From an optimization exercise on the open Yosys and OpenROAD flow, aimed at small area, a short achievable clock period and few clock cycles per item; shortcuts taken in it are not production practice. No functional check of the RTL was part of any run shown here. No activity file was given, so power comes from the tool's default toggle rates.

--- design/flow/config.mk ---
export PLATFORM = sky130hd
export DESIGN_NAME = word_tokenizer_fnv1a_hasher_top
export DESIGN_NICKNAME = word_tokenizer_fnv1a_hasher_top
export VERILOG_FILES = /design/flow/design.v
export SDC_FILE = /design/flow/constraint.sdc
export NUM_CORES = 4
export LEC_CHECK = 0
export ABC_AREA = 1
export CAP_MARGIN = 20
export CORE_MARGIN = 2
export CORE_UTILIZATION = 40
export CTS_BUF_LIST = sky130_fd_sc_hd__clkbuf_8
export CTS_CLUSTER_SIZE = 20
export PLACE_DENSITY = 0.7
export SETUP_SLACK_MARGIN = 2.8
export SLEW_MARGIN = 20
--- design/flow/flow/fapol.py ---
#!/usr/bin/env python3
"""Choose the polarity of each full adder cell in a Yosys netlist so that as
few inverters as possible remain.

A full adder is self-dual: complementing its three inputs complements its sum
and carry. Yosys's adder extraction leaves many inverters between full
adders; this picks, for every fa cell, whether to build it on complemented
inputs (giving complemented outputs), then rebuilds the inverters: at most
one per signal, from the signal's net. Only inverters are removed or added
and only fa inputs are rewired; registers and all other cells are unchanged.

usage: fapol.py IN.v OUT.v
"""
import re, sys, random

src = open(sys.argv[1]).read()
m = re.search(r'^module\s+(\S+)\((.*?)\);\n', src, re.M | re.S)
head_end = m.end()
end_mod = src.rindex('endmodule')
body = src[head_end:end_mod]

decl_re = re.compile(r'^\s*(input|output|inout|wire)\s+(\[\d+:\d+\]\s+)?(\S+)\s*;\s*$', re.M)
inst_re = re.compile(r'^\s*(sky130_fd_sc_hd__\w+)\s+(\S+)\s*\((.*?)\);\s*$', re.M | re.S)
pin_re = re.compile(r'\.(\w+)\(\s*(.*?)\s*\)\s*(?:,|$)', re.S)

decls = []
ports = set()
for d in decl_re.finditer(body):
    decls.append(d.group(0))
    if d.group(1) in ('output',):
        rng = d.group(2)
        name = d.group(3)
        if rng:
            hi, lo = map(int, re.findall(r'\d+', rng))
            for i in range(min(hi, lo), max(hi, lo) + 1):
                ports.add(f'{name}[{i}]')
        else:
            ports.add(name)

OUTPINS = {'X', 'Y', 'Q', 'Q_N', 'SUM', 'COUT', 'HI', 'LO'}
cells = []
for c in inst_re.finditer(body):
    typ, name, pins = c.group(1), c.group(2), c.group(3)
    conn = {}
    for p in pin_re.finditer(pins):
        conn[p.group(1)] = p.group(2).strip()
    cells.append({'type': typ, 'name': name, 'conn': conn})

def is_inv(c):
    return re.match(r'sky130_fd_sc_hd__(clk)?inv_\d+$', c['type']) is not None

def norm(n):
    return n.strip()

driver = {}
for c in cells:
    for p, n in c['conn'].items():
        if p in OUTPINS:
            driver[norm(n)] = (c, p)

# inverters that drive a port stay as they are (treated as ordinary cells)
invs = [c for c in cells if is_inv(c) and norm(c['conn']['Y']) not in ports]
inv_set = set(id(c) for c in invs)

def resolve(n):
    n = norm(n); p = 0
    while n in driver and id(driver[n][0]) in inv_set:
        n = norm(driver[n][0]['conn']['A']); p ^= 1
    return n, p

fas = [c for c in cells if c['type'].startswith('sky130_fd_sc_hd__fa_')]
fa_idx = {id(c): i for i, c in enumerate(fas)}
sig_fa = {}                      # signal net -> fa index that drives it
for i, c in enumerate(fas):
    sig_fa[norm(c['conn']['SUM'])] = i
    sig_fa[norm(c['conn']['COUT'])] = i

# consumers: (cell, pin, signal, polarity)
cons = []
for c in cells:
    if id(c) in inv_set:
        continue
    for p, n in c['conn'].items():
        if p in OUTPINS:
            continue
        s, pol = resolve(n)
        cons.append((c, p, s, pol))
# signals that reach a port other than through kept cells: freeze their fa
frozen = set()
for n in ports:
    s, pol = resolve(n)
    if s in sig_fa and (s != norm(n)):
        frozen.add(sig_fa[s])

by_sig = {}
for k, (c, p, s, pol) in enumerate(cons):
    by_sig.setdefault(s, []).append(k)
fa_sigs = [set() for _ in fas]
for k, (c, p, s, pol) in enumerate(cons):
    if id(c) in fa_idx:
        fa_sigs[fa_idx[id(c)]].add(s)
    if s in sig_fa:
        fa_sigs[sig_fa[s]].add(s)

flip = [0] * len(fas)

def is_xor(c):
    return re.match(r'sky130_fd_sc_hd__x(n)?or2_\d+$', c['type']) is not None

def sig_cost(s):
    phi = flip[sig_fa[s]] if s in sig_fa else 0
    for k in by_sig.get(s, []):
        c, p, _, pol = cons[k]
        if is_xor(c):
            continue
        eff = pol ^ (flip[fa_idx[id(c)]] if id(c) in fa_idx else 0)
        if eff != phi:
            return 1
    return 0

def total():
    return sum(sig_cost(s) for s in by_sig)

before = total()
random.seed(1)
best_flip, best = list(flip), before
for restart in range(30):
    flip[:] = [0] * len(fas) if restart == 0 else [random.randint(0, 1) if i not in frozen else 0 for i in range(len(fas))]
    order = list(range(len(fas)))
    for rnd in range(60):
        improved = False
        random.shuffle(order)
        for i in order:
            if i in frozen:
                continue
            old = sum(sig_cost(s) for s in fa_sigs[i])
            flip[i] ^= 1
            new = sum(sig_cost(s) for s in fa_sigs[i])
            if new < old:
                improved = True
            elif new == old and random.random() < 0.3:
                pass
            else:
                flip[i] ^= 1
        if not improved and rnd > 15:
            break
    cur = total()
    if cur < best:
        best, best_flip = cur, list(flip)
flip[:] = best_flip
after = total()

def esc(n):
    n = norm(n)
    return n + ' ' if n.startswith('\\') else n

# rebuild: drop resolved inverters, one new inverter per signal that needs it
inv_of = {}
new_wires, new_cells = [], []
kept_inv_type = {}
for c in invs:
    s, _ = resolve(c['conn']['Y'])
    kept_inv_type.setdefault(s, c['type'])
cnt = 0
def inv_net(s):
    global cnt
    if s not in inv_of:
        cnt += 1
        w = f'_fapol_{cnt}_'
        inv_of[s] = w
        new_wires.append(f'  wire {w};')
        t = kept_inv_type.get(s, 'sky130_fd_sc_hd__inv_1')
        new_cells.append(f'  {t} _fapol_inv_{cnt}_ (\n    .A({esc(s)}),\n    .Y({w})\n  );')
    return inv_of[s]

swap = {}
for k, (c, p, s, pol) in enumerate(cons):
    phi = flip[sig_fa[s]] if s in sig_fa else 0
    eff = pol ^ (flip[fa_idx[id(c)]] if id(c) in fa_idx else 0)
    if is_xor(c):
        c['conn'][p] = s
        if eff != phi:
            swap[id(c)] = swap.get(id(c), 0) ^ 1
        continue
    c['conn'][p] = s if eff == phi else inv_net(s)
n_swap = 0
for c in cells:
    if swap.get(id(c)):
        n_swap += 1
        m2 = re.match(r'sky130_fd_sc_hd__(x(?:n)?or2)_(\d+)$', c['type'])
        kind, drive = m2.group(1), m2.group(2)
        if kind == 'xor2':
            c['type'] = f'sky130_fd_sc_hd__xnor2_{drive}'
            c['conn'] = {('Y' if q == 'X' else q): n for q, n in c['conn'].items()}
        else:
            c['type'] = f'sky130_fd_sc_hd__xor2_{drive}'
            c['conn'] = {('X' if q == 'Y' else q): n for q, n in c['conn'].items()}

dead = set(norm(c['conn']['Y']) for c in invs)
out = [src[:head_end]]
for d in decls:
    mm = decl_re.match(d)
    if mm.group(1) == 'wire' and not mm.group(2) and norm(mm.group(3)) in dead:
        continue
    out.append(d + '\n')
out += [w + '\n' for w in new_wires]
for c in cells:
    if id(c) in inv_set:
        continue
    pins = ',\n'.join(f'    .{p}({esc(n)})' for p, n in c['conn'].items())
    out.append(f"  {c['type']} {c['name']} (\n{pins}\n  );\n")
out += [x + '\n' for x in new_cells]
out.append(src[end_mod:])
open(sys.argv[2], 'w').write(''.join(out))
print(f'fapol: {len(fas)} full adders, {sum(flip)} flipped, {len(frozen)} frozen, {n_swap} xor/xnor swapped; '
      f'inverters {len(invs)} -> {len(inv_of)} (signal cost {before} -> {after})')
--- design/flow/design.v ---
package wtok_pkg;
  localparam int unsigned LENGTH_WIDTH_DEF = 16;
  localparam logic [31:0] FNV_BASIS = 32'h811C_9DC5;
  localparam logic [31:0] FNV_PRIME = 32'h0100_0193;
  localparam logic [7:0] CHR_NUL = 8'h00;
  localparam logic [7:0] CHR_TAB = 8'h09;
  localparam logic [7:0] CHR_LF  = 8'h0A;
  localparam logic [7:0] CHR_VT  = 8'h0B;
  localparam logic [7:0] CHR_FF  = 8'h0C;
  localparam logic [7:0] CHR_CR  = 8'h0D;
  localparam logic [7:0] CHR_SP  = 8'h20;
  localparam logic [15:0] EOS_LENGTH = 16'd4;
  localparam int unsigned QUEUE_DEPTH = 4;
  localparam int unsigned QUEUE_PTR_W = $clog2(QUEUE_DEPTH);
  localparam int unsigned QUEUE_CNT_W = $clog2(QUEUE_DEPTH + 1);
  typedef struct packed {
    logic [7:0] data_byte;
    logic       end_of_input;
  } byte_t;
  typedef struct packed {
    logic [31:0] word_hash;
    logic [15:0] word_length;
    logic        is_eos;
    logic        last;
  } token_t;
  localparam int unsigned TOKEN_W = 50;  
  localparam logic [31:0] EOS_HASH = 32'hD79C_9359;
endpackage
import wtok_pkg::*;
module wtok_room (
  input  logic [1:0] cls,
  input  logic       in_word,
  input  logic [1:0] e_pre,
  input  logic       w_own,
  input  logic       e_post,
  input  logic       take,
  output logic       ok
);
  logic       e_front;
  logic [1:0] e_pre1;
  logic       w_own1;
  logic       e_post1;
  always_comb begin
    e_front = (e_pre != 2'd0);
    e_pre1  = e_pre;
    w_own1  = w_own;
    e_post1 = e_post;
    if (take) begin
      if (e_front) begin
        e_pre1 = e_pre - 2'd1;
      end else if (w_own) begin
        w_own1  = 1'b0;
        e_pre1  = {1'b0, e_post};
        e_post1 = 1'b0;
      end
    end
    case (cls)
      2'd1:    ok = in_word || !w_own;
      2'd2:    ok = in_word || (w_own1 ? !e_post1 : (e_pre1 != 2'd2));
      2'd3:    ok = 1'b1;
      default: ok = 1'b0;
    endcase
  end
endmodule
module word_tokenizer_fnv1a_hasher_top #(
  parameter int unsigned LENGTH_WIDTH = wtok_pkg::LENGTH_WIDTH_DEF
) (
  input  logic   clk,
  input  logic   rst,
  input  logic   byte_valid,
  output logic   byte_ready,
  input  wtok_pkg::byte_t  byte_data,
  output logic   token_valid,
  input  logic   token_ready,
  output wtok_pkg::token_t token_data
);
  localparam logic [1:0] C_NONE = 2'd0;
  localparam logic [1:0] C_WORD = 2'd1;
  localparam logic [1:0] C_LF   = 2'd2;
  localparam logic [1:0] C_END  = 2'd3;
  logic [1:0]  ib_cls;
  logic        ib_b7;
  logic                    in_word;
  logic [31:0]             hash_r;
  logic [LENGTH_WIDTH-1:0] len_r;
  logic                    last_r;
  logic [1:0]  e_pre;
  logic        w_own;
  logic        e_post;
  logic        rdy_nt;
  logic        rdy_t;
  logic        e_front;
  logic        word_end;
  logic        imm_w;
  logic        take;
  logic        w_now;       
  logic        w_give;      
  logic        ok;
  logic        hash_upd;
  logic        hash_clr;
  logic        byte_xfer;
  logic        in_space;
  logic [1:0]  in_cls;
  logic [6:0]  in_low;
  logic [31:0] mix_out;
  logic [31:0] mixed;
  logic [6:0]  hlo_n;
  logic        w_next_nt;   
  logic        w_next_t;    
  logic [1:0]  ib_cls_n;
  logic        in_word_n;
  logic [1:0]  e_pre_n;
  logic        w_own_n;
  logic        e_post_n;
  logic        ok_nt_n;
  logic        ok_t_n;
  assign e_front     = (e_pre != 2'd0);
  assign word_end    = in_word && ib_cls[1];
  assign imm_w       = word_end && !e_front;
  assign token_valid = e_front || w_own || imm_w;
  assign take        = token_valid && token_ready;
  assign token_data.word_hash   = e_front ? EOS_HASH : hash_r;
  assign token_data.word_length = e_front ? EOS_LENGTH : 16'(len_r);
  assign token_data.is_eos      = e_front;
  assign token_data.last        = e_front || (w_own ? last_r : ib_cls[0]);
  assign byte_ready = rdy_nt || (token_ready && rdy_t);
  assign byte_xfer  = byte_valid && byte_ready;
  wtok_room u_room (
    .cls(ib_cls), .in_word(in_word), .e_pre(e_pre), .w_own(w_own),
    .e_post(e_post), .take(take), .ok(ok)
  );
  always_comb begin
    w_now    = imm_w && token_ready;
    w_give   = take && !e_front && w_own;
    hash_upd = (ib_cls == C_WORD) && ok;
    hash_clr = w_now || w_give;
    in_space = (byte_data.data_byte == CHR_SP)  || (byte_data.data_byte == CHR_LF) ||
               (byte_data.data_byte == CHR_CR)  || (byte_data.data_byte == CHR_TAB) ||
               (byte_data.data_byte == CHR_VT)  || (byte_data.data_byte == CHR_FF) ||
               (byte_data.data_byte == CHR_NUL);
    if (byte_data.end_of_input)                 in_cls = C_END;
    else if (byte_data.data_byte == CHR_LF)     in_cls = C_LF;
    else if (in_space)                          in_cls = C_END;
    else                                        in_cls = C_WORD;
    in_low = byte_data.data_byte[6:0] ^ {7{byte_data.data_byte[7]}};
    if (byte_xfer)   ib_cls_n = in_cls;
    else if (ok)     ib_cls_n = C_NONE;
    else             ib_cls_n = ib_cls;
    e_pre_n   = e_pre;
    w_own_n   = w_own;
    e_post_n  = e_post;
    in_word_n = in_word;
    if (take && !imm_w) begin
      if (e_front) begin
        e_pre_n = e_pre - 2'd1;
      end else begin
        w_own_n  = 1'b0;
        e_pre_n  = {1'b0, e_post};
        e_post_n = 1'b0;
      end
    end
    if (ok) begin
      case (ib_cls)
        C_WORD: in_word_n = 1'b1;
        C_LF: begin
          in_word_n = 1'b0;
          if (in_word) begin
            if (w_now) begin
              e_pre_n  = e_pre_n + 2'd1;
            end else begin
              w_own_n  = 1'b1;
              e_post_n = 1'b1;
            end
          end else if (w_own_n) begin
            e_post_n = 1'b1;
          end else begin
            e_pre_n  = e_pre_n + 2'd1;
          end
        end
        C_END: begin
          in_word_n = 1'b0;
          if (in_word && !w_now) w_own_n = 1'b1;
        end
        default: ;
      endcase
    end
    mixed = mix_out;
    if (rst || hash_clr) hlo_n = FNV_BASIS[6:0];
    else if (hash_upd)   hlo_n = mixed[6:0];
    else                 hlo_n = hash_r[6:0];
    if (byte_xfer && in_cls == C_WORD) hlo_n = hlo_n ^ in_low;
    w_next_nt = w_own_n || (in_word_n && ib_cls_n[1]);
    w_next_t  = (e_pre_n != 2'd0) && w_next_nt;
  end
  fnv_mul u_mul (.x(hash_r), .e(ib_b7), .y(mix_out));
  wtok_room u_room_nt (
    .cls(ib_cls_n), .in_word(in_word_n), .e_pre(e_pre_n), .w_own(w_own_n),
    .e_post(e_post_n), .take(1'b0), .ok(ok_nt_n)
  );
  wtok_room u_room_t (
    .cls(ib_cls_n), .in_word(in_word_n), .e_pre(e_pre_n), .w_own(w_own_n),
    .e_post(e_post_n), .take(1'b1), .ok(ok_t_n)
  );
  always_ff @(posedge clk) begin
    if (rst) begin
      ib_cls  <= C_NONE;
      in_word <= 1'b0;
      e_pre   <= 2'd0;
      w_own   <= 1'b0;
      e_post  <= 1'b0;
      rdy_nt  <= 1'b1;
      rdy_t   <= 1'b1;
    end else begin
      ib_cls  <= ib_cls_n;
      in_word <= in_word_n;
      e_pre   <= e_pre_n;
      w_own   <= w_own_n;
      e_post  <= e_post_n;
      rdy_nt  <= ((ib_cls_n == C_NONE) || ok_nt_n) && !w_next_nt;
      rdy_t   <= ((ib_cls_n == C_NONE) || ok_t_n) && !w_next_t;
    end
  end
  always_ff @(posedge clk) begin
    if (byte_xfer) begin
      ib_b7 <= byte_data.data_byte[7];
    end
  end
  always_ff @(posedge clk) begin
    if (rst || hash_clr) begin
      hash_r[31:7] <= FNV_BASIS[31:7];
      len_r        <= '0;
    end else if (hash_upd) begin
      hash_r[31:7] <= mixed[31:7];
      if (len_r != '1) begin
        len_r <= len_r + LENGTH_WIDTH'(1);
      end
    end
  end
  always_ff @(posedge clk) begin
    hash_r[6:0] <= hlo_n;
  end
  always_ff @(posedge clk) begin
    if (ok && word_end && !w_now) begin
      last_r <= (ib_cls == C_END);
    end
  end
endmodule
module fnv_mul (
  input  logic [31:0] x,
  input  logic        e,
  output logic [31:0] y
);
  logic fs0;
  logic fc0;
  logic fs1;
  logic fc1;
  logic fs2;
  logic fc2;
  logic fs3;
  logic fc3;
  logic fs4;
  logic fc4;
  logic fs5;
  logic fc5;
  logic fs6;
  logic fc6;
  logic fs7;
  logic fc7;
  logic fs8;
  logic fc8;
  logic fs9;
  logic fc9;
  logic fs10;
  logic fc10;
  logic fs11;
  logic fc11;
  logic fs12;
  logic fc12;
  logic fs13;
  logic fc13;
  logic fs14;
  logic fc14;
  logic fs15;
  logic fc15;
  logic fs16;
  logic fc16;
  logic fs17;
  logic fc17;
  logic fs18;
  logic fc18;
  logic fs19;
  logic fc19;
  logic fs20;
  logic fc20;
  logic fs21;
  logic fc21;
  logic fs22;
  logic fc22;
  logic fs23;
  logic fc23;
  logic fs24;
  logic fc24;
  logic fs25;
  logic fc25;
  logic fs26;
  logic fc26;
  logic fs27;
  logic fc27;
  logic fs28;
  logic fc28;
  logic fs29;
  logic fc29;
  logic fs30;
  logic fc30;
  logic fs31;
  logic fc31;
  logic fs32;
  logic fc32;
  logic fs33;
  logic fc33;
  logic fs34;
  logic fc34;
  logic fs35;
  logic fc35;
  logic fs36;
  logic fc36;
  logic fs37;
  logic fc37;
  logic fs38;
  logic fc38;
  logic fs39;
  logic fc39;
  logic fs40;
  logic fc40;
  logic fs41;
  logic fc41;
  logic fs42;
  logic fc42;
  logic fs43;
  logic fc43;
  logic fs44;
  logic fc44;
  logic fs45;
  logic fc45;
  logic fs46;
  logic fc46;
  logic fs47;
  logic fc47;
  logic fs48;
  logic fc48;
  logic fs49;
  logic fc49;
  logic fs50;
  logic fc50;
  logic fs51;
  logic fc51;
  logic fs52;
  logic fc52;
  logic fs53;
  logic fc53;
  logic fs54;
  logic fc54;
  logic fs55;
  logic fc55;
  logic fs56;
  logic fc56;
  logic fs57;
  logic fc57;
  logic fs58;
  logic fc58;
  logic fs59;
  logic fc59;
  logic fs60;
  logic fc60;
  logic fs61;
  logic fc61;
  logic fs62;
  logic fc62;
  logic fs63;
  logic fc63;
  logic fs64;
  logic fc64;
  logic fs65;
  logic fc65;
  logic fs66;
  logic fc66;
  logic fs67;
  logic fc67;
  logic fs68;
  logic fc68;
  logic fs69;
  logic fc69;
  logic fs70;
  logic fc70;
  logic fs71;
  logic fc71;
  logic fs72;
  logic fc72;
  logic fs73;
  logic fc73;
  logic fs74;
  logic fc74;
  logic fs75;
  logic fc75;
  logic fs76;
  logic fc76;
  logic fs77;
  logic fc77;
  logic fs78;
  logic fc78;
  logic fs79;
  logic fc79;
  logic fs80;
  logic fc80;
  logic fs81;
  logic fc81;
  logic fs82;
  logic fc82;
  logic fs83;
  logic fc83;
  logic fs84;
  logic fc84;
  logic [31:0] ra, rb;
  assign fs0 = x[4] ^ x[3] ^ x[0];
  assign fc0 = (x[4] & x[3]) | (x[4] & x[0]) | (x[3] & x[0]);
  assign fs1 = x[5] ^ x[4] ^ x[1];
  assign fc1 = (x[5] & x[4]) | (x[5] & x[1]) | (x[4] & x[1]);
  assign fs2 = x[6] ^ x[5] ^ x[2];
  assign fc2 = (x[6] & x[5]) | (x[6] & x[2]) | (x[5] & x[2]);
  assign fs3 = x[7] ^ x[6] ^ x[3];
  assign fc3 = (x[7] & x[6]) | (x[7] & x[3]) | (x[6] & x[3]);
  assign fs4 = x[0] ^ e ^ fc2;
  assign fc4 = (x[0] & e) | (x[0] & fc2) | (e & fc2);
  assign fs5 = x[8] ^ x[7] ^ x[4];
  assign fc5 = (x[8] & x[7]) | (x[8] & x[4]) | (x[7] & x[4]);
  assign fs6 = x[1] ^ x[0] ^ e;
  assign fc6 = (x[1] & x[0]) | (x[1] & e) | (x[0] & e);
  assign fs7 = fc3 ^ fs5 ^ fs6;
  assign fc7 = (fc3 & fs5) | (fc3 & fs6) | (fs5 & fs6);
  assign fs8 = x[9] ^ x[8] ^ x[5];
  assign fc8 = (x[9] & x[8]) | (x[9] & x[5]) | (x[8] & x[5]);
  assign fs9 = x[2] ^ x[1] ^ fc5;
  assign fc9 = (x[2] & x[1]) | (x[2] & fc5) | (x[1] & fc5);
  assign fs10 = fc6 ^ fs8 ^ fc7;
  assign fc10 = (fc6 & fs8) | (fc6 & fc7) | (fs8 & fc7);
  assign fs11 = x[10] ^ x[9] ^ x[6];
  assign fc11 = (x[10] & x[9]) | (x[10] & x[6]) | (x[9] & x[6]);
  assign fs12 = x[3] ^ x[2] ^ fc8;
  assign fc12 = (x[3] & x[2]) | (x[3] & fc8) | (x[2] & fc8);
  assign fs13 = fs11 ^ fc9 ^ fs12;
  assign fc13 = (fs11 & fc9) | (fs11 & fs12) | (fc9 & fs12);
  assign fs14 = x[11] ^ x[10] ^ x[7];
  assign fc14 = (x[11] & x[10]) | (x[11] & x[7]) | (x[10] & x[7]);
  assign fs15 = x[4] ^ x[3] ^ fc11;
  assign fc15 = (x[4] & x[3]) | (x[4] & fc11) | (x[3] & fc11);
  assign fs16 = fs14 ^ fc12 ^ fs15;
  assign fc16 = (fs14 & fc12) | (fs14 & fs15) | (fc12 & fs15);
  assign fs17 = x[12] ^ x[11] ^ x[8];
  assign fc17 = (x[12] & x[11]) | (x[12] & x[8]) | (x[11] & x[8]);
  assign fs18 = x[5] ^ x[4] ^ fc14;
  assign fc18 = (x[5] & x[4]) | (x[5] & fc14) | (x[4] & fc14);
  assign fs19 = fs17 ^ fc15 ^ fs18;
  assign fc19 = (fs17 & fc15) | (fs17 & fs18) | (fc15 & fs18);
  assign fs20 = x[13] ^ x[12] ^ x[9];
  assign fc20 = (x[13] & x[12]) | (x[13] & x[9]) | (x[12] & x[9]);
  assign fs21 = x[6] ^ x[5] ^ fc17;
  assign fc21 = (x[6] & x[5]) | (x[6] & fc17) | (x[5] & fc17);
  assign fs22 = fs20 ^ fc18 ^ fs21;
  assign fc22 = (fs20 & fc18) | (fs20 & fs21) | (fc18 & fs21);
  assign fs23 = x[14] ^ x[13] ^ x[10];
  assign fc23 = (x[14] & x[13]) | (x[14] & x[10]) | (x[13] & x[10]);
  assign fs24 = x[7] ^ x[6] ^ fc20;
  assign fc24 = (x[7] & x[6]) | (x[7] & fc20) | (x[6] & fc20);
  assign fs25 = fs23 ^ fc21 ^ fs24;
  assign fc25 = (fs23 & fc21) | (fs23 & fs24) | (fc21 & fs24);
  assign fs26 = x[15] ^ x[14] ^ x[11];
  assign fc26 = (x[15] & x[14]) | (x[15] & x[11]) | (x[14] & x[11]);
  assign fs27 = x[8] ^ x[7] ^ fc23;
  assign fc27 = (x[8] & x[7]) | (x[8] & fc23) | (x[7] & fc23);
  assign fs28 = fs26 ^ fc24 ^ fs27;
  assign fc28 = (fs26 & fc24) | (fs26 & fs27) | (fc24 & fs27);
  assign fs29 = x[16] ^ x[15] ^ x[12];
  assign fc29 = (x[16] & x[15]) | (x[16] & x[12]) | (x[15] & x[12]);
  assign fs30 = x[9] ^ x[8] ^ fc26;
  assign fc30 = (x[9] & x[8]) | (x[9] & fc26) | (x[8] & fc26);
  assign fs31 = fs29 ^ fc27 ^ fs30;
  assign fc31 = (fs29 & fc27) | (fs29 & fs30) | (fc27 & fs30);
  assign fs32 = x[17] ^ x[16] ^ x[13];
  assign fc32 = (x[17] & x[16]) | (x[17] & x[13]) | (x[16] & x[13]);
  assign fs33 = x[10] ^ x[9] ^ fc29;
  assign fc33 = (x[10] & x[9]) | (x[10] & fc29) | (x[9] & fc29);
  assign fs34 = fs32 ^ fc30 ^ fs33;
  assign fc34 = (fs32 & fc30) | (fs32 & fs33) | (fc30 & fs33);
  assign fs35 = x[18] ^ x[17] ^ x[14];
  assign fc35 = (x[18] & x[17]) | (x[18] & x[14]) | (x[17] & x[14]);
  assign fs36 = x[11] ^ x[10] ^ fc32;
  assign fc36 = (x[11] & x[10]) | (x[11] & fc32) | (x[10] & fc32);
  assign fs37 = fs35 ^ fc33 ^ fs36;
  assign fc37 = (fs35 & fc33) | (fs35 & fs36) | (fc33 & fs36);
  assign fs38 = x[19] ^ x[18] ^ x[15];
  assign fc38 = (x[19] & x[18]) | (x[19] & x[15]) | (x[18] & x[15]);
  assign fs39 = x[12] ^ x[11] ^ fc35;
  assign fc39 = (x[12] & x[11]) | (x[12] & fc35) | (x[11] & fc35);
  assign fs40 = fs38 ^ fc36 ^ fs39;
  assign fc40 = (fs38 & fc36) | (fs38 & fs39) | (fc36 & fs39);
  assign fs41 = x[20] ^ x[19] ^ x[16];
  assign fc41 = (x[20] & x[19]) | (x[20] & x[16]) | (x[19] & x[16]);
  assign fs42 = x[13] ^ x[12] ^ fc38;
  assign fc42 = (x[13] & x[12]) | (x[13] & fc38) | (x[12] & fc38);
  assign fs43 = fs41 ^ fc39 ^ fs42;
  assign fc43 = (fs41 & fc39) | (fs41 & fs42) | (fc39 & fs42);
  assign fs44 = x[21] ^ x[20] ^ x[17];
  assign fc44 = (x[21] & x[20]) | (x[21] & x[17]) | (x[20] & x[17]);
  assign fs45 = x[14] ^ x[13] ^ fc41;
  assign fc45 = (x[14] & x[13]) | (x[14] & fc41) | (x[13] & fc41);
  assign fs46 = fs44 ^ fc42 ^ fs45;
  assign fc46 = (fs44 & fc42) | (fs44 & fs45) | (fc42 & fs45);
  assign fs47 = x[22] ^ x[21] ^ x[18];
  assign fc47 = (x[22] & x[21]) | (x[22] & x[18]) | (x[21] & x[18]);
  assign fs48 = x[15] ^ x[14] ^ fc44;
  assign fc48 = (x[15] & x[14]) | (x[15] & fc44) | (x[14] & fc44);
  assign fs49 = fs47 ^ fc45 ^ fs48;
  assign fc49 = (fs47 & fc45) | (fs47 & fs48) | (fc45 & fs48);
  assign fs50 = x[23] ^ x[22] ^ x[19];
  assign fc50 = (x[23] & x[22]) | (x[23] & x[19]) | (x[22] & x[19]);
  assign fs51 = x[16] ^ x[15] ^ fc47;
  assign fc51 = (x[16] & x[15]) | (x[16] & fc47) | (x[15] & fc47);
  assign fs52 = fs50 ^ fc48 ^ fs51;
  assign fc52 = (fs50 & fc48) | (fs50 & fs51) | (fc48 & fs51);
  assign fs53 = x[24] ^ x[23] ^ x[20];
  assign fc53 = (x[24] & x[23]) | (x[24] & x[20]) | (x[23] & x[20]);
  assign fs54 = x[17] ^ x[16] ^ x[0];
  assign fc54 = (x[17] & x[16]) | (x[17] & x[0]) | (x[16] & x[0]);
  assign fs55 = e ^ fc50 ^ fs53;
  assign fc55 = (e & fc50) | (e & fs53) | (fc50 & fs53);
  assign fs56 = fs54 ^ fc51 ^ fs55;
  assign fc56 = (fs54 & fc51) | (fs54 & fs55) | (fc51 & fs55);
  assign fs57 = x[25] ^ x[24] ^ x[21];
  assign fc57 = (x[25] & x[24]) | (x[25] & x[21]) | (x[24] & x[21]);
  assign fs58 = x[18] ^ x[17] ^ x[1];
  assign fc58 = (x[18] & x[17]) | (x[18] & x[1]) | (x[17] & x[1]);
  assign fs59 = fc53 ^ fc54 ^ fs57;
  assign fc59 = (fc53 & fc54) | (fc53 & fs57) | (fc54 & fs57);
  assign fs60 = fs58 ^ fc55 ^ fs59;
  assign fc60 = (fs58 & fc55) | (fs58 & fs59) | (fc55 & fs59);
  assign fs61 = x[26] ^ x[25] ^ x[22];
  assign fc61 = (x[26] & x[25]) | (x[26] & x[22]) | (x[25] & x[22]);
  assign fs62 = x[19] ^ x[18] ^ x[2];
  assign fc62 = (x[19] & x[18]) | (x[19] & x[2]) | (x[18] & x[2]);
  assign fs63 = fc57 ^ fc58 ^ fs61;
  assign fc63 = (fc57 & fc58) | (fc57 & fs61) | (fc58 & fs61);
  assign fs64 = fs62 ^ fc59 ^ fs63;
  assign fc64 = (fs62 & fc59) | (fs62 & fs63) | (fc59 & fs63);
  assign fs65 = x[27] ^ x[26] ^ x[23];
  assign fc65 = (x[27] & x[26]) | (x[27] & x[23]) | (x[26] & x[23]);
  assign fs66 = x[20] ^ x[19] ^ x[3];
  assign fc66 = (x[20] & x[19]) | (x[20] & x[3]) | (x[19] & x[3]);
  assign fs67 = fc61 ^ fc62 ^ fs65;
  assign fc67 = (fc61 & fc62) | (fc61 & fs65) | (fc62 & fs65);
  assign fs68 = fs66 ^ fc63 ^ fs67;
  assign fc68 = (fs66 & fc63) | (fs66 & fs67) | (fc63 & fs67);
  assign fs69 = x[28] ^ x[27] ^ x[24];
  assign fc69 = (x[28] & x[27]) | (x[28] & x[24]) | (x[27] & x[24]);
  assign fs70 = x[21] ^ x[20] ^ x[4];
  assign fc70 = (x[21] & x[20]) | (x[21] & x[4]) | (x[20] & x[4]);
  assign fs71 = fc65 ^ fc66 ^ fs69;
  assign fc71 = (fc65 & fc66) | (fc65 & fs69) | (fc66 & fs69);
  assign fs72 = fs70 ^ fc67 ^ fs71;
  assign fc72 = (fs70 & fc67) | (fs70 & fs71) | (fc67 & fs71);
  assign fs73 = x[29] ^ x[28] ^ x[25];
  assign fc73 = (x[29] & x[28]) | (x[29] & x[25]) | (x[28] & x[25]);
  assign fs74 = x[22] ^ x[21] ^ x[5];
  assign fc74 = (x[22] & x[21]) | (x[22] & x[5]) | (x[21] & x[5]);
  assign fs75 = fc69 ^ fc70 ^ fs73;
  assign fc75 = (fc69 & fc70) | (fc69 & fs73) | (fc70 & fs73);
  assign fs76 = fs74 ^ fc71 ^ fs75;
  assign fc76 = (fs74 & fc71) | (fs74 & fs75) | (fc71 & fs75);
  assign fs77 = x[30] ^ x[29] ^ x[26];
  assign fc77 = (x[30] & x[29]) | (x[30] & x[26]) | (x[29] & x[26]);
  assign fs78 = x[23] ^ x[22] ^ x[6];
  assign fc78 = (x[23] & x[22]) | (x[23] & x[6]) | (x[22] & x[6]);
  assign fs79 = fc73 ^ fc74 ^ fs77;
  assign fc79 = (fc73 & fc74) | (fc73 & fs77) | (fc74 & fs77);
  assign fs80 = fs78 ^ fc75 ^ fs79;
  assign fc80 = (fs78 & fc75) | (fs78 & fs79) | (fc75 & fs79);
  assign fs81 = x[31] ^ x[30] ^ x[27];
  assign fc81 = (x[31] & x[30]) | (x[31] & x[27]) | (x[30] & x[27]);
  assign fs82 = x[24] ^ x[23] ^ x[7];
  assign fc82 = (x[24] & x[23]) | (x[24] & x[7]) | (x[23] & x[7]);
  assign fs83 = fc77 ^ fc78 ^ fs81;
  assign fc83 = (fc77 & fc78) | (fc77 & fs81) | (fc78 & fs81);
  assign fs84 = fs82 ^ fc79 ^ fs83;
  assign fc84 = (fs82 & fc79) | (fs82 & fs83) | (fc79 & fs83);
  assign ra[0] = x[0];
  assign rb[0] = e;
  assign ra[1] = x[1];
  assign rb[1] = x[0];
  assign ra[2] = x[2];
  assign rb[2] = x[1];
  assign ra[3] = x[3];
  assign rb[3] = x[2];
  assign ra[4] = e;
  assign rb[4] = fs0;
  assign ra[5] = fc0;
  assign rb[5] = fs1;
  assign ra[6] = fc1;
  assign rb[6] = fs2;
  assign ra[7] = fs3;
  assign rb[7] = fs4;
  assign ra[8] = fc4;
  assign rb[8] = fs7;
  assign ra[9] = fs9;
  assign rb[9] = fs10;
  assign ra[10] = fc10;
  assign rb[10] = fs13;
  assign ra[11] = fc13;
  assign rb[11] = fs16;
  assign ra[12] = fc16;
  assign rb[12] = fs19;
  assign ra[13] = fc19;
  assign rb[13] = fs22;
  assign ra[14] = fc22;
  assign rb[14] = fs25;
  assign ra[15] = fc25;
  assign rb[15] = fs28;
  assign ra[16] = fc28;
  assign rb[16] = fs31;
  assign ra[17] = fc31;
  assign rb[17] = fs34;
  assign ra[18] = fc34;
  assign rb[18] = fs37;
  assign ra[19] = fc37;
  assign rb[19] = fs40;
  assign ra[20] = fc40;
  assign rb[20] = fs43;
  assign ra[21] = fc43;
  assign rb[21] = fs46;
  assign ra[22] = fc46;
  assign rb[22] = fs49;
  assign ra[23] = fc49;
  assign rb[23] = fs52;
  assign ra[24] = fc52;
  assign rb[24] = fs56;
  assign ra[25] = fc56;
  assign rb[25] = fs60;
  assign ra[26] = fc60;
  assign rb[26] = fs64;
  assign ra[27] = fc64;
  assign rb[27] = fs68;
  assign ra[28] = fc68;
  assign rb[28] = fs72;
  assign ra[29] = fc72;
  assign rb[29] = fs76;
  assign ra[30] = fc76;
  assign rb[30] = fs80;
  assign ra[31] = fc80;
  assign rb[31] = fs84;
  assign y = (ra + rb + {31'd0, e}) ^ {32{e}};
endmodule
--- design/flow/constraint.sdc ---
create_clock -name core_clock -period 6.5 [get_ports {clk}]
set_input_delay 1.3000 -clock core_clock [delete_from_list [all_inputs] [get_ports {clk}]]
set_output_delay 1.3000 -clock core_clock [all_outputs]
set_load 0.01 [all_outputs]
--- design/flow/flow/run.sh ---
#!/bin/bash
# Layout flow: the standard flow, with two changes between its steps.
#  1. After the standard synthesis, flow/fapol.py re-chooses the polarity of
#     each full adder cell (a full adder is self-dual) to drop the inverters
#     that Yosys's adder extraction leaves between them, and turns an xor2
#     with one inverted input into an xnor2 (or back). Registers and all
#     other cells are untouched.
#  2. Ports are buffered with sky130_fd_sc_hd__buf_1 instead of the
#     flow's default buffer cell (every port still gets its own buffer).
# Each tool's output goes to a log file of its own in this folder.
set -euo pipefail
R=orfs/results/sky130hd/word_tokenizer_fnv1a_hasher_top/base
bash standard.sh synth > 1_standard_synth.log 2>&1
cp $R/1_2_yosys.v 1_2_yosys.standard.v
python3 flow/fapol.py 1_2_yosys.standard.v $R/1_2_yosys.v > 2_fapol.log 2>&1
touch $R/1_2_yosys.v
bash standard.sh BUFFER_PORTS_ARGS="-buffer_cell sky130_fd_sc_hd__buf_1" finish > 3_standard_finish.log 2>&1
--- design/flow/standard.sh ---
#!/bin/bash
# synth_recipe.tcl (not shown) runs the flow's synth.tcl, then flattens the netlist and writes it again
# the make line also repeats each setting of config.mk as NAME=value (left out here)
make -C /OpenROAD-flow-scripts/flow DESIGN_CONFIG=/design/flow/config.mk WORK_HOME=/design/flow/orfs CLKGATE_MAP_FILE= SYNTH_SCRIPT=/design/flow/synth_recipe.tcl "${@:-finish}"
==> impl_metrics.py, run 1 <==
metrics = {
    "clock_network": {
        "root_buffer": "clkbuf_8",
        "cts_tree": "yes",
        "clk_path_buf_depth": 2,
        "insertion_delay_ns": 0.37,
        "cts_made_buffers": 9,
        "clock_sinks": 59,
        "path_clk_slew_ns": 0.07,
        "h-tree-depth": 3,
        "cts_hold_buf": 0,
    },
    "global_routing": {
        "grt_max_degree": 36,
        "grt_pass1_vias": 5783,
        "grt-ovfl-total": 0,
        "grt_antenna_before_repair": 0,
        "grtUsageTotal": 0.210,
        "grt_pass1_wl_um": 29400,
    },
    "route": {
        "routedWlPerCell_um": 15.7,
        "drc": 0,
        "drt_iter0_markers": 302,
        "drt-vias-per-instance": 5.14,
        "vias": 5887,
        "wl_um": 17900,
        "ant_nets": 0,
        "drt_first_pass_iters": 5,
    },
    "layout": {
        "multi_input_area_um2": 5280,
        "n_fill_cell": 1666,
        "drive_gt1_frac": 0.110,
        "nets": 1053,
        "seq_area_um2": 1240,
        "synthToLayoutAreaGrowth_pct": 16.0,
        "insertedDiodeCount": 0,
    },
    "timing": {
        "fin_crit_sh": 0.554,
        "worst_pin_slew_ns": 0.899,
        "setup_viol": 0,
        "rsz0062_at_grt": "true",
        "fin_crit_ns": 3.60,
        "fmax_mhz": 278,
        "slew_headroom": 0.400,
        "hold_viol_final": 0,
        "finalMaxSlewViolations": 0,
        "tns_ns": 0,
        "skew_ns": 0.0101,
    },
    "setup_path": {
        "r2r_start": "ib_b7",
        "startpoint": "ib_b7",
        "cp_max_fo": 4,
        "start_kind": "register",
        "cp-end-kind": "register",
        "setup.worst_path.class": "register to register",
        "crit_required_ns": 6.75,
        "crit_arrival_ns": 3.85,
    },
    "power_and_ir_drop": {
        "power.leakage_uw": 0.00316,
        "vdd_drop_max_mv": 0.271,
        "finalPower_uw": 4190,
        "p_per_area_nw_per_um2": 538,
    },
    "floorplanning": {
        "die-height_um": 134,
        "row_count": 47,
        "die_area_um2": 17800,
        "core_um2": 16500,
        "io_pins": 65,
        "initial_core_util": 0.408,
        "die_w_um": 134,
    },
    "hold_path": {
        "min-delay-path-class": "register to register",
        "min_from": "len_r[12]",
    },
    "synth": {
        "synth.net_count": 988,
        "syn_area_um2": 6710,
        "syn_inst": 855,
        "syn_avg_cell_area_um2": 7.85,
        "synth-warning-count": 2,
    },
    "placement": {
        "post-dp-hpwl_um": 13500,
        "numPortBuffers": 64,
        "gp_congestion": 0.911,
    },
    "run_status": {
        "status": "timing/DRC/antenna clean",
    },
    "job": {
        "max_cap_violations": 0,
    },
}
[power by group]
| part | leakage (µW) | internal [µW] | switching [µW] | total, µW |
|---|---|---|---|---|
| clock | 0.000122 | 250 | 162 | 413 |
| combinational | 0.00255 | 1380 | 1920 | 3300 |
| sequential | 0.000483 | 394 | 81.0 | 475 |
| total | 0.00316 | 2020 | 2170 | 4190 |
[metal layers]
layer | global-route usage | vias to the layer above | routed length, µm
met2 | 0.337 | 143 | 8320
li1 | - | 2910 | -
met5 | 0 | - | 0
met3 | 0.0392 | 31 | 1060
met4 | 0.0768 | 0 | 468
met1 | 0.283 | 2803 | 8090
[worst max-delay path, stage by stage (launching register included)]
cell,delay (ns)
edfxtp_1,0.43
buf_12,0.16
fa_2,0.48
fa_2,0.37
fa_1,0.51
ha_4,0.34
nand2_1,0.10
inv_1,0.09
nand4_1,0.11
o21ai_2,0.25
a21oi_4,0.10
o21bai_4,0.18
nand3_1,0.10
nand2_1,0.08
xnor2_1,0.11
a21oi_1,0.07
[cell type report]
class,count,share of cell area
well taps,220,0.0354
multi-input cells,669,0.678
inverters,105,0.0513
flip-flops and latches,59,0.159
clock inverters,7,0.0138
clock buffers,9,0.0159
repair buffers,76,0.0472
[sequential cells by signal (all words and copies together), names as in the netlist]
register  count
hash_r       32
len_r        16
e_pre         2
ib_cls        2
e_post        1
ib_b7         1
in_word       1
last_r        1
rdy_nt        1
rdy_t         1
w_own         1
[cells in the final DEF (no fill, tap or decap), drive strengths merged, types with 4 or more instances in the layout]
cell type / n
xor2: 43
nand2: 143
nor3: 25
o21ai: 67
a21oi: 95
buf: 75
clkbuf: 9
nand3: 24
o211ai: 6
xnor2: 31
nor2: 79
or2: 4
nand4: 11
ha: 39
fa: 81
dfxtp: 57
inv: 106
o21a: 7
[stage by stage]
stage | hold slack [ns] | cell area, µm² | util | worst slack [ns] | std cells
floorplan | 0.437 | 6710 | - | 2.93 | 855
global placement | 0.464 | 7150 | 0.434 | 2.29 | 1120
detailed placement | 0.455 | 7150 | 0.434 | 2.22 | 1120
CTS | 0.473 | 7530 | 0.457 | 2.79 | 1138
global route | 0.518 | 7790 | 0.473 | 2.72 | 1145
finish | 0.473 | 7790 | 0.473 | 2.90 | 1145
[worst paths after layout]
path / end / slack [ns] / cells after the start
setup / recovery: hash_r[30] / 2.90 / 15
hold / removal: len_r[13] / 0.47 / 2
setup reg to reg: hash_r[30] / 2.90 / 15
hold reg to reg: len_r[13] / 0.47 / 2
[what timing repair did]
action,4_1_cts,5_1_grt
setup buffers,1,7
pin swaps,3,15
endpoints found under the setup margin,17,15
gates cloned,1,0
resized for setup,31,51
==> inputs of run 2 (changes only) <==
--- a/design/flow/design.v
+++ b/design/flow/design.v
@@ -82,2 +82,3 @@
   logic        ib_b7;
+  logic [6:0]  xlo_r;       
   logic                    in_word;
@@ -107,4 +108,3 @@
   logic [6:0]  hlo_n;
-  logic        w_next_nt;   
-  logic        w_next_t;    
+  logic [6:0]  xlo_n;
   logic [1:0]  ib_cls_n;
@@ -187,10 +187,8 @@
     mixed = mix_out;
-    if (rst || hash_clr) hlo_n = FNV_BASIS[6:0];
+    if (!in_word_n)      hlo_n = FNV_BASIS[6:0];
     else if (hash_upd)   hlo_n = mixed[6:0];
     else                 hlo_n = hash_r[6:0];
-    if (byte_xfer && in_cls == C_WORD) hlo_n = hlo_n ^ in_low;
-    w_next_nt = w_own_n || (in_word_n && ib_cls_n[1]);
-    w_next_t  = (e_pre_n != 2'd0) && w_next_nt;
+    xlo_n = hlo_n ^ in_low;
   end
-  fnv_mul u_mul (.x(hash_r), .e(ib_b7), .y(mix_out));
+  fnv_mul u_mul (.x({hash_r[31:7], xlo_r}), .e(ib_b7), .y(mix_out));
   wtok_room u_room_nt (
@@ -218,4 +216,4 @@
       e_post  <= e_post_n;
-      rdy_nt  <= ((ib_cls_n == C_NONE) || ok_nt_n) && !w_next_nt;
-      rdy_t   <= ((ib_cls_n == C_NONE) || ok_t_n) && !w_next_t;
+      rdy_nt  <= (ib_cls_n == C_NONE) || ok_nt_n;
+      rdy_t   <= (ib_cls_n == C_NONE) || ok_t_n;
     end
@@ -224,2 +222,3 @@
     if (byte_xfer) begin
+      xlo_r <= xlo_n;
       ib_b7 <= byte_data.data_byte[7];
@@ -229,6 +228,6 @@
     if (rst || hash_clr) begin
-      hash_r[31:7] <= FNV_BASIS[31:7];
-      len_r        <= '0;
+      hash_r <= FNV_BASIS;
+      len_r  <= '0;
     end else if (hash_upd) begin
-      hash_r[31:7] <= mixed[31:7];
+      hash_r <= mixed;
       if (len_r != '1) begin
@@ -239,5 +238,2 @@
   always_ff @(posedge clk) begin
-    hash_r[6:0] <= hlo_n;
-  end
-  always_ff @(posedge clk) begin
     if (ok && word_end && !w_now) begin
@@ -657,3 +653,212 @@
   assign rb[31] = fs84;
-  assign y = (ra + rb + {31'd0, e}) ^ {32{e}};
+  logic [31:0] g0, p0;
+  assign g0 = ra & rb;
+  assign p0 = ra ^ rb;
+  logic gc0;
+  assign gc0 = g0[0] | (p0[0] & e);
+  logic gn1, pn1;
+  assign gn1 = g0[1] | (p0[1] & gc0);
+  assign pn1 = p0[1] & p0[0];
+  logic gn2, pn2;
+  assign gn2 = g0[3] | (p0[3] & g0[2]);
+  assign pn2 = p0[3] & p0[2];
+  logic gn3, pn3;
+  assign gn3 = g0[5] | (p0[5] & g0[4]);
+  assign pn3 = p0[5] & p0[4];
+  logic gn4, pn4;
+  assign gn4 = g0[7] | (p0[7] & g0[6]);
+  assign pn4 = p0[7] & p0[6];
+  logic gn5, pn5;
+  assign gn5 = g0[9] | (p0[9] & g0[8]);
+  assign pn5 = p0[9] & p0[8];
+  logic gn6, pn6;
+  assign gn6 = g0[11] | (p0[11] & g0[10]);
+  assign pn6 = p0[11] & p0[10];
+  logic gn7, pn7;
+  assign gn7 = g0[13] | (p0[13] & g0[12]);
+  assign pn7 = p0[13] & p0[12];
+  logic gn8, pn8;
+  assign gn8 = g0[15] | (p0[15] & g0[14]);
+  assign pn8 = p0[15] & p0[14];
+  logic gn9, pn9;
+  assign gn9 = g0[17] | (p0[17] & g0[16]);
+  assign pn9 = p0[17] & p0[16];
+  logic gn10, pn10;
+  assign gn10 = g0[19] | (p0[19] & g0[18]);
+  assign pn10 = p0[19] & p0[18];
+  logic gn11, pn11;
+  assign gn11 = g0[21] | (p0[21] & g0[20]);
+  assign pn11 = p0[21] & p0[20];
+  logic gn12, pn12;
+  assign gn12 = g0[23] | (p0[23] & g0[22]);
+  assign pn12 = p0[23] & p0[22];
+  logic gn13, pn13;
+  assign gn13 = g0[25] | (p0[25] & g0[24]);
+  assign pn13 = p0[25] & p0[24];
+  logic gn14, pn14;
+  assign gn14 = g0[27] | (p0[27] & g0[26]);
+  assign pn14 = p0[27] & p0[26];
+  logic gn15, pn15;
+  assign gn15 = g0[29] | (p0[29] & g0[28]);
+  assign pn15 = p0[29] & p0[28];
+  logic gn16, pn16;
+  assign gn16 = g0[31] | (p0[31] & g0[30]);
+  assign pn16 = p0[31] & p0[30];
+  logic gn17, pn17;
+  assign gn17 = gn2 | (pn2 & gn1);
+  assign pn17 = pn2 & pn1;
+  logic gn18, pn18;
+  assign gn18 = gn4 | (pn4 & gn3);
+  assign pn18 = pn4 & pn3;
+  logic gn19, pn19;
+  assign gn19 = gn6 | (pn6 & gn5);
+  assign pn19 = pn6 & pn5;
+  logic gn20, pn20;
+  assign gn20 = gn8 | (pn8 & gn7);
+  assign pn20 = pn8 & pn7;
+  logic gn21, pn21;
+  assign gn21 = gn10 | (pn10 & gn9);
+  assign pn21 = pn10 & pn9;
+  logic gn22, pn22;
+  assign gn22 = gn12 | (pn12 & gn11);
+  assign pn22 = pn12 & pn11;
+  logic gn23, pn23;
+  assign gn23 = gn14 | (pn14 & gn13);
+  assign pn23 = pn14 & pn13;
+  logic gn24, pn24;
+  assign gn24 = gn16 | (pn16 & gn15);
+  assign pn24 = pn16 & pn15;
+  logic gn25, pn25;
+  assign gn25 = gn18 | (pn18 & gn17);
+  assign pn25 = pn18 & pn17;
+  logic gn26, pn26;
+  assign gn26 = gn20 | (pn20 & gn19);
+  assign pn26 = pn20 & pn19;
+  logic gn27, pn27;
+  assign gn27 = gn22 | (pn22 & gn21);
+  assign pn27 = pn22 & pn21;
+  logic gn28, pn28;
+  assign gn28 = gn24 | (pn24 & gn23);
+  assign pn28 = pn24 & pn23;
+  logic gn29, pn29;
+  assign gn29 = gn26 | (pn26 & gn25);
+  assign pn29 = pn26 & pn25;
+  logic gn30, pn30;
+  assign gn30 = gn28 | (pn28 & gn27);
+  assign pn30 = pn28 & pn27;
+  logic gn31, pn31;
+  assign gn31 = gn30 | (pn30 & gn29);
+  assign pn31 = pn30 & pn29;
+  logic gn32, pn32;
+  assign gn32 = gn27 | (pn27 & gn29);
+  assign pn32 = pn27 & pn29;
+  logic gn33, pn33;
+  assign gn33 = gn19 | (pn19 & gn25);
+  assign pn33 = pn19 & pn25;
+  logic gn34, pn34;
+  assign gn34 = gn21 | (pn21 & gn29);
+  assign pn34 = pn21 & pn29;
+  logic gn35, pn35;
+  assign gn35 = gn23 | (pn23 & gn32);
+  assign pn35 = pn23 & pn32;
+  logic gn36, pn36;
+  assign gn36 = gn3 | (pn3 & gn17);
+  assign pn36 = pn3 & pn17;
+  logic gn37, pn37;
+  assign gn37 = gn5 | (pn5 & gn25);
+  assign pn37 = pn5 & pn25;
+  logic gn38, pn38;
+  assign gn38 = gn7 | (pn7 & gn33);
+  assign pn38 = pn7 & pn33;
+  logic gn39, pn39;
+  assign gn39 = gn9 | (pn9 & gn29);
+  assign pn39 = pn9 & pn29;
+  logic gn40, pn40;
+  assign gn40 = gn11 | (pn11 & gn34);
+  assign pn40 = pn11 & pn34;
+  logic gn41, pn41;
+  assign gn41 = gn13 | (pn13 & gn32);
+  assign pn41 = pn13 & pn32;
+  logic gn42, pn42;
+  assign gn42 = gn15 | (pn15 & gn35);
+  assign pn42 = pn15 & pn35;
+  logic gn43, pn43;
+  assign gn43 = g0[2] | (p0[2] & gn1);
+  assign pn43 = p0[2] & pn1;
+  logic gn44, pn44;
+  assign gn44 = g0[4] | (p0[4] & gn17);
+  assign pn44 = p0[4] & pn17;
+  logic gn45, pn45;
+  assign gn45 = g0[6] | (p0[6] & gn36);
+  assign pn45 = p0[6] & pn36;
+  logic gn46, pn46;
+  assign gn46 = g0[8] | (p0[8] & gn25);
+  assign pn46 = p0[8] & pn25;
+  logic gn47, pn47;
+  assign gn47 = g0[10] | (p0[10] & gn37);
+  assign pn47 = p0[10] & pn37;
+  logic gn48, pn48;
+  assign gn48 = g0[12] | (p0[12] & gn33);
+  assign pn48 = p0[12] & pn33;
+  logic gn49, pn49;
+  assign gn49 = g0[14] | (p0[14] & gn38);
+  assign pn49 = p0[14] & pn38;
+  logic gn50, pn50;
+  assign gn50 = g0[16] | (p0[16] & gn29);
+  assign pn50 = p0[16] & pn29;
+  logic gn51, pn51;
+  assign gn51 = g0[18] | (p0[18] & gn39);
+  assign pn51 = p0[18] & pn39;
+  logic gn52, pn52;
+  assign gn52 = g0[20] | (p0[20] & gn34);
+  assign pn52 = p0[20] & pn34;
+  logic gn53, pn53;
+  assign gn53 = g0[22] | (p0[22] & gn40);
+  assign pn53 = p0[22] & pn40;
+  logic gn54, pn54;
+  assign gn54 = g0[24] | (p0[24] & gn32);
+  assign pn54 = p0[24] & pn32;
+  logic gn55, pn55;
+  assign gn55 = g0[26] | (p0[26] & gn41);
+  assign pn55 = p0[26] & pn41;
+  logic gn56, pn56;
+  assign gn56 = g0[28] | (p0[28] & gn35);
+  assign pn56 = p0[28] & pn35;
+  logic gn57, pn57;
+  assign gn57 = g0[30] | (p0[30] & gn42);
+  assign pn57 = p0[30] & pn42;
+  logic [31:0] pe;
+  assign pe = p0 ^ {32{e}};
+  assign y[0] = pe[0] ^ e;
+  assign y[1] = pe[1] ^ gc0;
+  assign y[2] = pe[2] ^ gn1;
+  assign y[3] = pe[3] ^ gn43;
+  assign y[4] = pe[4] ^ gn17;
+  assign y[5] = pe[5] ^ gn44;
+  assign y[6] = pe[6] ^ gn36;
+  assign y[7] = pe[7] ^ gn45;
+  assign y[8] = pe[8] ^ gn25;
+  assign y[9] = pe[9] ^ gn46;
+  assign y[10] = pe[10] ^ gn37;
+  assign y[11] = pe[11] ^ gn47;
+  assign y[12] = pe[12] ^ gn33;
+  assign y[13] = pe[13] ^ gn48;
+  assign y[14] = pe[14] ^ gn38;
+  assign y[15] = pe[15] ^ gn49;
+  assign y[16] = pe[16] ^ gn29;
+  assign y[17] = pe[17] ^ gn50;
+  assign y[18] = pe[18] ^ gn39;
+  assign y[19] = pe[19] ^ gn51;
+  assign y[20] = pe[20] ^ gn34;
+  assign y[21] = pe[21] ^ gn52;
+  assign y[22] = pe[22] ^ gn40;
+  assign y[23] = pe[23] ^ gn53;
+  assign y[24] = pe[24] ^ gn32;
+  assign y[25] = pe[25] ^ gn54;
+  assign y[26] = pe[26] ^ gn41;
+  assign y[27] = pe[27] ^ gn55;
+  assign y[28] = pe[28] ^ gn35;
+  assign y[29] = pe[29] ^ gn56;
+  assign y[30] = pe[30] ^ gn42;
+  assign y[31] = pe[31] ^ gn57;
 endmodule
--- a/design/flow/flow/run.sh
+++ b/design/flow/flow/run.sh
@@ -4,6 +4,5 @@
 #     each full adder cell (a full adder is self-dual) to drop the inverters
-#     that Yosys's adder extraction leaves between them, and turns an xor2
-#     with one inverted input into an xnor2 (or back). Registers and all
+#     that Yosys's adder extraction leaves between them. Registers and all
 #     other cells are untouched.
-#  2. Ports are buffered with sky130_fd_sc_hd__buf_1 instead of the
+#  2. Ports are buffered with sky130_fd_sc_hd__buf_2 instead of the
 #     flow's default buffer cell (every port still gets its own buffer).
--- a/design/flow/config.mk
+++ b/design/flow/config.mk
@@ -7,3 +7,2 @@
 export LEC_CHECK = 0
-export ABC_AREA = 1
 export CAP_MARGIN = 20
@@ -11,6 +10,3 @@
 export CORE_UTILIZATION = 40
-export CTS_BUF_LIST = sky130_fd_sc_hd__clkbuf_8
-export CTS_CLUSTER_SIZE = 20
-export PLACE_DENSITY = 0.7
-export SETUP_SLACK_MARGIN = 2.8
+export SETUP_SLACK_MARGIN = 2.5
 export SLEW_MARGIN = 20
==> impl_metrics.py, run 2 <==
metrics = {
    "run_status": {
        "status": "timing/DRC/antenna clean",
    },
    "global_routing": {
        "grt_pass1_vias": 5196,
        "grt_antenna_before_repair": 0,
        "grt-ovfl-total": 0,
        "grtUsageTotal": 0.193,
        "grt_pass1_wl_um": 26700,
        "grt_max_degree": 33,
    },
    "synth": {
        "synth-warning-count": 2,
        "syn_inst": 684,
        "syn_avg_cell_area_um2": 9.58,
        "synth.net_count": 816,
        "syn_area_um2": 6550,
    },
    "route": {
        "wl_met1_um": 7520,
        "vias": 5131,
        "drt_iter0_markers": 296,
        "ant_nets": 0,
        "drt-vias-per-instance": 5.24,
        "drt_first_pass_iters": 5,
        "met2_length_um": 7670,
        "routedWlPerCell_um": 16.5,
        "drc": 0,
        "routed.top_layer": "met4",
        "wl_um": 16200,
        "dr_wl_met3_um": 797,
    },
    "timing": {
        "setup_viol": 0,
        "setup_ws_ns": 2.67,
        "fin_crit_sh": 0.589,
        "finalMaxSlewViolations": 0,
        "fin_crit_ns": 3.83,
        "hold_viol_final": 0,
        "rsz0062_at_grt": "false",
        "worst_pin_slew_ns": 0.764,
        "fmax_mhz": 261,
        "tns_ns": 0,
        "slew_headroom": 0.491,
        "skew_ns": 0.00692,
    },
    "clock_network": {
        "insertion_delay_ns": 0.34,
        "clk_path_buf_depth": 2,
        "clock_sinks": 66,
        "cts_tree": "yes",
        "cts_made_buffers": 9,
        "cts_hold_buf": 0,
        "path_clk_slew_ns": 0.06,
        "h-tree-depth": 3,
        "root_buffer": "clkbuf_16",
    },
    "hold_path": {
        "min_from": "len_r[11]",
        "min-delay-path-class": "register to register",
    },
    "placement": {
        "numPortBuffers": 64,
        "dp.cells": 938,
        "post-dp-hpwl_um": 12100,
        "gp_congestion": 0.889,
        "place_area_um2": 6970,
        "pre_cts_ws_ns": 2.09,
    },
    "layout": {
        "multi_input_area_um2": 5010,
        "synthToLayoutAreaGrowth_pct": 16.7,
        "finalNonFillerCells": 980,
        "drive_gt1_frac": 0.114,
        "reg_top3": "hash_r x32, len_r x16, xlo_r x7",
        "top_register": "hash_r",
        "n_fill_cell": 1502,
        "final_area_um2": 7640,
        "nets": 891,
        "insertedDiodeCount": 0,
        "final_cell_mix": "fa_1 (79), xnor2_1 (72), nor2_1 (64), buf_1 (64), nand2_1 (48)",
        "largest_reg_flops": 32,
        "layout_commonest_cell": "fa_1",
        "seq_area_um2": 1430,
    },
    "setup_path": {
        "ff2ff_path_depth": 12,
        "crit_arrival_ns": 4.05,
        "start_kind": "register",
        "r2r_start": "xlo_r[6]",
        "r2r_end": "hash_r[18]",
        "startpoint": "xlo_r[6]",
        "cp_max_fo": 3,
        "cp-end-kind": "register",
        "crit_path_end": "hash_r[18]",
        "crit_required_ns": 6.72,
        "r2r_slack_ns": 2.67,
        "setup.worst_path.class": "register to register",
    },
    "floorplanning": {
        "row_count": 46,
        "die-height_um": 132,
        "io_pins": 65,
        "die_area_um2": 17400,
        "die_w_um": 132,
        "initial_core_util": 0.411,
        "core_um2": 15900,
    },
    "power_and_ir_drop": {
        "power.leakage_uw": 0.00298,
        "vdd_drop_max_mv": 0.177,
        "p_per_area_nw_per_um2": 322,
    },
    "job": {
        "max_cap_violations": 0,
    },
}
-- run 2: how the worst min path moves through the flow --
stage,end,cells after the start
6_report,len_r[11],2
5_1_grt,len_r[6],2
4_1_cts,hash_r[0],2
3_5_place_dp,hash_r[0],2
3_3_place_gp,hash_r[0],2
2_1_floorplan,hash_r[6],2
-- run 2: layout make-up --
cell class	count	share of cell area
multi-input cells	557	0.655
flip-flops and latches	66	0.187
repair buffers	94	0.0658
well taps	216	0.0354
clock buffers	11	0.0318
inverters	31	0.0152
clock inverters	5	0.00999
-- run 2: worst max-delay path, stage by stage (launching register included) --
cell and delay, ns:
edfxtp_1 0.48, fa_1 0.43, fa_1 0.57, fa_1 0.46, ha_4 0.31, nand2_1 0.10, nor2_2 0.16, o211a_1 0.18
a211o_1 0.16, a21o_1 0.16, a21oi_1 0.09, or4_1 0.48, o311a_1 0.13
-- run 2: per-stage QoR --
stage | total power [µW] | util | hold slack [ns]
after detailed placement | 1810 | 0.437 | 0.509
final | 2460 | 0.479 | 0.523
after global placement | 1790 | 0.437 | 0.505
after global routing | 2670 | 0.479 | 0.557
after floorplan | 1560 | - | 0.435
after CTS | 2370 | 0.465 | 0.523
-- run 2: routing by layer --
metal  vias to the layer above  track usage
li1                       2465            -
met1                      2527        0.266
met2                       125        0.315
met3                        14       0.0377
met4                         0       0.0429
met5                         -            0
-- run 2: power by group --
group          leakage [µW]  switching (µW)  internal, µW
clock              0.000160             180           345
combinational       0.00227             770           699
sequential         0.000548            36.9           431
-- run 2: timing repair --
action | in CTS | in global routing
hold endpoints to repair | 0 | 0
pin swaps | 0 | 8
setup endpoints to repair | 14 | 17
gates resized for setup | 8 | 28
setup buffers | 7 | 18
cloned | 1 | 0

==> what the ideal ports hide <==
The flow's constraints put no driver on any port. The routed layouts listed below were extracted and timed again, unchanged, in two steps.
Step 1 sets driving cells, clkbuf_16 on the clock port and buf_2 on the other inputs (assumed; they add their load-dependent delay and slew).
Step 2 also shifts input and output timing later by t, the mid clock arrival at the registers, as if the neighbouring blocks saw the same clock.
Three values: no drivers, after step 1, after step 2; two values: the first two.
run	t (ns)	setup WS [ns]	hold WS [ns]	latest minus earliest clock arrival (ns)	pins driven straight from the clock port
run 1	0.405	2.897 / 2.897 / 2.813	0.473 / 0.473 / 0.473	0.010 / 0.010	1
run 2	0.376	2.671 / 2.671 / 2.385	0.523 / 0.523 / 0.523	0.006 / 0.007	1
After both steps setup and hold are still met in every run listed. For run 2, which loses most, drivers alone change the setup slack by 0.000 ns; drivers and shift together by -0.286 ns.
